Context: an optimization exercise on an open-source flow, tuned for small area. The choices shown serve that exercise and are no tape-out recipe. Only simulation tests tie the RTL to the original design; equivalence was not proved.

==> flow/design.v <==
package cpu_pkg;
  typedef logic [15:0] data_t;
  typedef logic [2:0]  reg_idx_t;
  typedef logic [4:0]  pc_t;
  typedef struct packed {
    logic [1:0] fn;
    reg_idx_t   rd;
    reg_idx_t   ra;
    reg_idx_t   rb;
  } cinstr_t;
endpackage
`timescale 1ns/1ps
module alu (
  input  logic [1:0]      fn,
  input  cpu_pkg::data_t  a,
  input  cpu_pkg::data_t  b,
  output cpu_pkg::data_t  result
);
  cpu_pkg::data_t  d;
  logic            lt;
  assign d = a ^ b;
  always_comb
  begin
    lt = 1'b0;
    for (int i = 0; i < 16; i++)
      lt = d[i] ? b[i] : lt;
  end
  always_comb
  begin
    case (fn)
      2'd0:    result = {15'd0, lt};
      2'd1:    result = a & b;
      2'd2:    result = a | b;
      default: result = d;
    endcase
  end
endmodule
`timescale 1ns/1ps
module reg_bank (
  input  logic               clk,
  input  logic               reset,
  input  logic               we,
  input  cpu_pkg::reg_idx_t  rd,
  input  cpu_pkg::reg_idx_t  ra,
  input  cpu_pkg::reg_idx_t  rb,
  input  cpu_pkg::data_t     alu_result,
  input  cpu_pkg::data_t     p0,
  input  cpu_pkg::data_t     p1,
  input  logic [1:0]         p_sel,
  output cpu_pkg::data_t     rd_a,
  output cpu_pkg::data_t     rd_b,
  output cpu_pkg::data_t     p0_out,
  output cpu_pkg::data_t     p1_out
);
  cpu_pkg::data_t regs [8];
  logic [7:0]     sel_a;
  logic [7:0]     sel_b;
  always_ff @(posedge clk or posedge reset)
  begin
    if (reset)
    begin
      for (int i = 0; i < 8; i++)
        regs[i] <= '0;
    end
    else if (we)
    begin
      if (rd == 3'd0)
        regs[0] <= p_sel[0] ? alu_result : p0;
      else if (rd == 3'd1)
        regs[1] <= p_sel[1] ? alu_result : p1;
      else
        regs[rd] <= alu_result;
    end
  end
  always_comb
  begin
    rd_a = '0;
    rd_b = '0;
    for (int i = 0; i < 8; i++)
    begin
      sel_a[i] = (ra == 3'(i));
      sel_b[i] = (rb == 3'(i));
      rd_a = rd_a | (regs[i] & {16{sel_a[i]}});
      rd_b = rd_b | (regs[i] & {16{sel_b[i]}});
    end
  end
  assign p0_out = regs[0];
  assign p1_out = regs[1];
endmodule
`timescale 1ns/1ps
module run_sequencer (
  input  logic  clk,
  input  logic  reset,
  input  logic  run,
  input  logic  last,
  output logic  exec,
  output logic  busy,
  output logic  done
);
  always_ff @(posedge clk or posedge reset)
  begin
    if (reset)
    begin
      busy <= 1'b0;
      exec <= 1'b0;
      done <= 1'b0;
    end
    else
    begin
      busy <= exec ? !last : (busy | run);
      exec <= exec ? !last : busy;
      done <= exec & last;
    end
  end
endmodule
`timescale 1ns/1ps
module program_counter (
  input  logic          clk,
  input  logic          reset,
  input  logic          load_valid,
  input  logic          exec,
  output cpu_pkg::pc_t  load_addr,
  output cpu_pkg::pc_t  fetch_addr,
  output logic          last
);
  cpu_pkg::pc_t  cnt;    
  cpu_pkg::pc_t  pc;
  cpu_pkg::pc_t  pc_inc;
  assign pc_inc = pc + 1'b1;
  assign last   = (pc_inc == cnt);
  always_ff @(posedge clk or posedge reset)
  begin
    if (reset)
      cnt <= '0;
    else if (load_valid)
      cnt <= cnt + 1'b1;
  end
  always_ff @(posedge clk or posedge reset)
  begin
    if (reset)
      pc <= '0;
    else if (exec)
      pc <= last ? '0 : pc_inc;
  end
  assign load_addr  = cnt;
  assign fetch_addr = pc;
endmodule
`timescale 1ns/1ps
module program_mem (
  input  logic              clk,
  input  logic              load_valid,
  input  logic [31:0]       load_instr,
  input  cpu_pkg::pc_t      load_addr,
  input  cpu_pkg::pc_t      fetch_addr,
  output cpu_pkg::cinstr_t  instr
);
  logic [10:0]        mem [32];
  logic [1:0]         fn;
  cpu_pkg::reg_idx_t  xa;
  cpu_pkg::reg_idx_t  xb;
  logic [3:0]         op;
  cpu_pkg::reg_idx_t  ra;
  cpu_pkg::reg_idx_t  rb;
  assign op = load_instr[31:28];
  assign ra = load_instr[24:22];
  assign rb = load_instr[21:19];
  always_comb
  begin
    xa = ra;
    xb = ra;
    fn = 2'd0;
    case (op)
      4'd3: begin fn = 2'd1; xb = rb; end   
      4'd4: begin fn = 2'd2; xb = rb; end   
      4'd5: begin fn = 2'd3; xb = rb; end   
      4'd6: begin fn = 2'd0; xa = rb; end   
      4'd7: begin fn = 2'd0; xb = rb; end   
      4'd9: begin fn = 2'd1;          end   
      default: ;                            
    endcase
  end
  always_ff @(posedge clk)
  begin
    if (load_valid)
      mem[load_addr] <= {fn, load_instr[27:25], xa, xb};
  end
  logic [10:0]  rd_word;
  always_comb
  begin
    rd_word = '0;
    for (int i = 0; i < 32; i++)
      rd_word = rd_word | (mem[i] & {11{fetch_addr == 5'(i)}});
  end
  assign instr = rd_word;
endmodule
`timescale 1ns/1ps
module cpu_top (
  input  logic                clk,
  input  logic                reset,
  input  logic [32:0]         load,     
  input  logic                run,
  input  logic [15:0]         p0,
  input  logic [15:0]         p1,
  input  logic [1:0]          p_sel,
  output logic                busy,
  output logic                done,
  output logic [15:0]         p0_out,
  output logic [15:0]         p1_out
);
  logic              exec;
  logic              last;
  cpu_pkg::pc_t      load_addr;
  cpu_pkg::pc_t      fetch_addr;
  cpu_pkg::cinstr_t  instr;
  cpu_pkg::data_t    rd_a;
  cpu_pkg::data_t    rd_b;
  cpu_pkg::data_t    alu_result;
  run_sequencer u_seq (
    .clk   (clk),
    .reset (reset),
    .run   (run),
    .last  (last),
    .exec  (exec),
    .busy  (busy),
    .done  (done)
  );
  program_counter u_pc (
    .clk        (clk),
    .reset      (reset),
    .load_valid (load[32]),
    .exec       (exec),
    .load_addr  (load_addr),
    .fetch_addr (fetch_addr),
    .last       (last)
  );
  program_mem u_mem (
    .clk        (clk),
    .load_valid (load[32]),
    .load_instr (load[31:0]),
    .load_addr  (load_addr),
    .fetch_addr (fetch_addr),
    .instr      (instr)
  );
  reg_bank u_regs (
    .clk        (clk),
    .reset      (reset),
    .we         (exec),
    .rd         (instr.rd),
    .ra         (instr.ra),
    .rb         (instr.rb),
    .alu_result (alu_result),
    .p0         (p0),
    .p1         (p1),
    .p_sel      (p_sel),
    .rd_a       (rd_a),
    .rd_b       (rd_b),
    .p0_out     (p0_out),
    .p1_out     (p1_out)
  );
  alu u_alu (
    .fn     (instr.fn),
    .a      (rd_a),
    .b      (rd_b),
    .result (alu_result)
  );
endmodule
==> flow/run.sh <==
#!/bin/bash
# synth_recipe.tcl (not shown) runs the flow's synth.tcl, then flattens the netlist and writes it again
# the make line also repeats each setting of config.mk as NAME=value (left out here)
make -C /OpenROAD-flow-scripts/flow DESIGN_CONFIG=/design/flow/config.mk WORK_HOME=/design/flow/orfs CLKGATE_MAP_FILE= SYNTH_SCRIPT=/design/flow/synth_recipe.tcl finish
==> flow/config.mk <==
export PLATFORM = sky130hd
export DESIGN_NAME = cpu_top
export DESIGN_NICKNAME = cpu_top
export VERILOG_FILES = /design/flow/design.v
export SDC_FILE = /design/flow/constraint.sdc
export NUM_CORES = 4
export LEC_CHECK = 0
export CAP_MARGIN = 20
export CORE_MARGIN = 2
export CORE_UTILIZATION = 40
export SLEW_MARGIN = 20
==> flow/constraint.sdc <==
create_clock -name core_clock -period 5.0 [get_ports {clk}]
set_input_delay 1.0000 -clock core_clock [delete_from_list [all_inputs] [get_ports {clk}]]
set_output_delay 1.0000 -clock core_clock [all_outputs]
set_load 0.01 [all_outputs]
==> reports/results.ini <==
[synthesis]
yosys.area.top_type=edfxtp_1
synth_top_area_frac=0.469
syn_area_sq_um=22500
ys_warn_count=6
synthTopCellsByArea=edfxtp_1 (47%), dfrtp_1 (16%), nand2_1 (3.8%), mux2_2 (3.2%), a22oi_1 (2.9%)
synth_cells=1848
ys_types=77
syn-mean-instance-area_sq_um=12.2
synth_edf_count=352
synth_ff_type=edfxtp_1
syn_nets=1961
seq_area_frac_synth=0.625
ys_async_sr_fraction=0.286
ys_ff_latch=493

[sta]
finalHoldViolations=0
fmax_ghz=0.195
worstMarginPinSlew_ns=1.18
fin_crit_sh=1.03
fin_skew_ns=0.0318
setup_ws_ns=-0.126
slew_headroom=0.211
fin_tns_setup_ns=-0.714
drv_slew=0
rsz0062_at_grt=true
fin_crit_ns=5.13
setup_viol=8

[cells_and_area]
final_cells=2959
num_antenna_cells=0
multiInputGateArea_sq_um=8150
seq_area_sq_um=14100
most-common-layout-cells=edfxtp_1 (352), buf_4 (258), nand2_1 (225), dfrtp_1 (139), nor2_1 (127)
nNetsFinal=2275
utilization=0.504
layout_commonest_cell=edfxtp_1
fillers=4876
drive_gt1_frac=0.242
synthToLayoutAreaGrowth_pct=25.4

[global_route]
grt_pass1_vias=16600
antenna_found_initial=1
grt_use_met2=0.387
met3_usage=0.0341
use_met1=0.378
grt_pass1_wl_um=109000
grt_max_degree=67
grt_overflow=0
top_usage_layer=met2
grt_usage=0.256

[die]
coreArea_sq_um=56100
die_area_sq_um=58300
die_h_um=241
die_w_um=241
initial_core_util=0.402
io_pins=104
placementRows=87

[route]
drt-total-wl_um=73900
drt_iter0_drc=2083
first_pass_iters=6
vias_per_cell=5.77
wl_per_cell_um=25.0
remaining_drc_errors=0
vias=17100
ant_nets=0

[clock_network]
clk_latency_ns=0.63
h-tree-depth=2
root_buffer=clkbuf_16
clock-sinks=493
cts_tree=built
cts_buffer_depth=3
clkTransAtPathRegs_ns=0.06
cts_buffers=51

[worst_setup_path]
crit_arrival_ns=5.62
endpoint_kind=register
required_ns=5.50
worstPathMaxFanout=8
crit_path_start_kind=register
crit_type=reg -> reg

[placed_design]
place_inst=2848
hpwl_um=50700
place_congestion=0.940
dp_slack_ns=-0.425
portBuffers=84

[status]
violatedChecks=negative setup slack
status=finished with violations

[worst_hold_path]
hold_class=reg -> reg

[run]
cap_violations=0

cell type report:
class,instances,area share
Timing Repair Buffer,368,0.115
Sequential cell,493,0.499
Tap cell,756,0.0335
Clock buffer,71,0.0500
Multi-Input combinational cell,1192,0.288
Clock inverter,23,0.00726
Inverter,56,0.00783
critical path: stages (launching register included):
cell,delay [ns]
dfrtp_1,0.42
ha_2,0.21
and3_4,0.21
ha_4,0.17
buf_12,0.13
a222oi_1,0.31
o21ai_1,0.16
a211oi_2,0.22
nand4_1,0.25
buf_12,0.24
clkinv_4,0.09
nor2_2,0.09
a22o_1,0.24
a221o_1,0.35
ha_4,0.25
and3_4,0.14
a32o_2,0.24
a2111oi_4,0.28
o311ai_2,0.17
a311oi_2,0.22
o31ai_1,0.09
o211a_2,0.19
mux2_4,0.30
repair_timing:
action / in CTS / in global routing
pin swaps: 12 / 10
hold buffers: 0 / 0
resized for setup: 29 / 29
setup endpoints to repair: 9 / 18
buffers inserted: 4 / 12
per-layer routing:
metal  wire (um)  share of wire
met1       33100           0.45
met2       32800           0.44
met3        5680          0.077
met4        2360          0.032
met5           0              0
path summary, 6_finish.rpt:
path                                                from                             end  slack, ns  depth (start not counted)
setup reg to reg                  u_pc.pc[0]$_DFFE_PP0P_   u_regs.regs[5][0]$_DFFE_PP0P_      -0.13                         22
setup / recovery                  u_pc.pc[0]$_DFFE_PP0P_   u_regs.regs[5][0]$_DFFE_PP0P_      -0.13                         22
max in group asynchronous                          reset   u_regs.regs[4][3]$_DFFE_PP0P_       3.14                          3
hold reg to reg            u_regs.regs[6][2]$_DFFE_PP0P_   u_regs.regs[6][2]$_DFFE_PP0P_       0.51                          2
hold / removal             u_regs.regs[6][2]$_DFFE_PP0P_   u_regs.regs[6][2]$_DFFE_PP0P_       0.51                          2
min in group asynchronous                          reset  u_regs.regs[1][11]$_DFFE_PP0P_       0.87                          2
cells in the mapped netlist (6+ instances only):
cell / count
edfxtp_1: 352
nand2_1: 227
nor2_1: 156
dfrtp_1: 141
o21ai_0: 108
a21oi_1: 93
a22oi_1: 87
clkbuf_1: 81
mux2_2: 65
mux2i_1: 61
inv_1: 54
nand3_1: 44
ha_1: 43
nand4_1: 28
a221oi_1: 27
a22o_1: 24
and3_1: 18
a222oi_1: 16
o211ai_1: 14
nor3_1: 13
buf_2: 11
a221o_1: 10
and2_1: 9
a31oi_1: 8
buf_6: 8
a211oi_1: 7
nand2b_1: 7
nand3b_1: 7
and4b_1: 6
nor2b_1: 6
xnor2_1: 6
registers in the layout (all words and copies together), names as in the netlist:
| signal | count |
|---|---|
| u_seq.exec | 1 |
| u_pc.cnt | 5 |
| u_regs.regs | 128 |
| u_seq.busy | 1 |
| u_pc.pc | 5 |
| u_seq.done | 1 |
| u_mem.mem | 352 |
stage by stage:
| stage | area (sq um) | hold slack, ns |
|---|---|---|
| CTS | 28000 | 0.503 |
| global placement | 26300 | 0.486 |
| floorplan | 22800 | 0.462 |
| finish | 28300 | 0.512 |
| detailed placement | 26300 | 0.490 |
| global route | 28300 | 0.538 |
kinds of logic (layout without fill, tap and decap cells):
group / after synthesis / in the layout / synth area share
and+or+nand+nor: 557 / 557 / 0.114
DFF: 493 / 493 / 0.625
AOI/OAI and AO/OA: 451 / 451 / 0.139
buffers and inverters: 163 / 518 / 0.0309
muxes: 131 / 131 / 0.0635
adders and majority gates: 43 / 43 / 0.0239
xor gates and xnor gates: 10 / 10 / 0.00388

what the ideal ports hide:
Ports are ideal in the flow. The routed layout listed here was re-timed in OpenROAD.
Step 1 (the two cells are an assumption about what drives the block):
set clk [get_ports {clk}]
set_driving_cell -lib_cell sky130_fd_sc_hd__clkbuf_16 $clk
set_driving_cell -lib_cell sky130_fd_sc_hd__buf_2 [delete_from_list [all_inputs] $clk]
Step 2, shift: input delay + t, output delay - t, t = (earliest + latest rising clock arrival at the registers) / 2. This alone moves slack from input paths to output paths.
Slacks: ideal / step 1 / step 2; pairs: ideal / step 1.
shift t [ns]: 0.666
slack for setup (ns): -0.126 / -0.126 / -0.126
worst setup path at the end: register to register
The setup slack of this run moves by 0.000 ns with the drivers and by 0.000 ns with both steps.
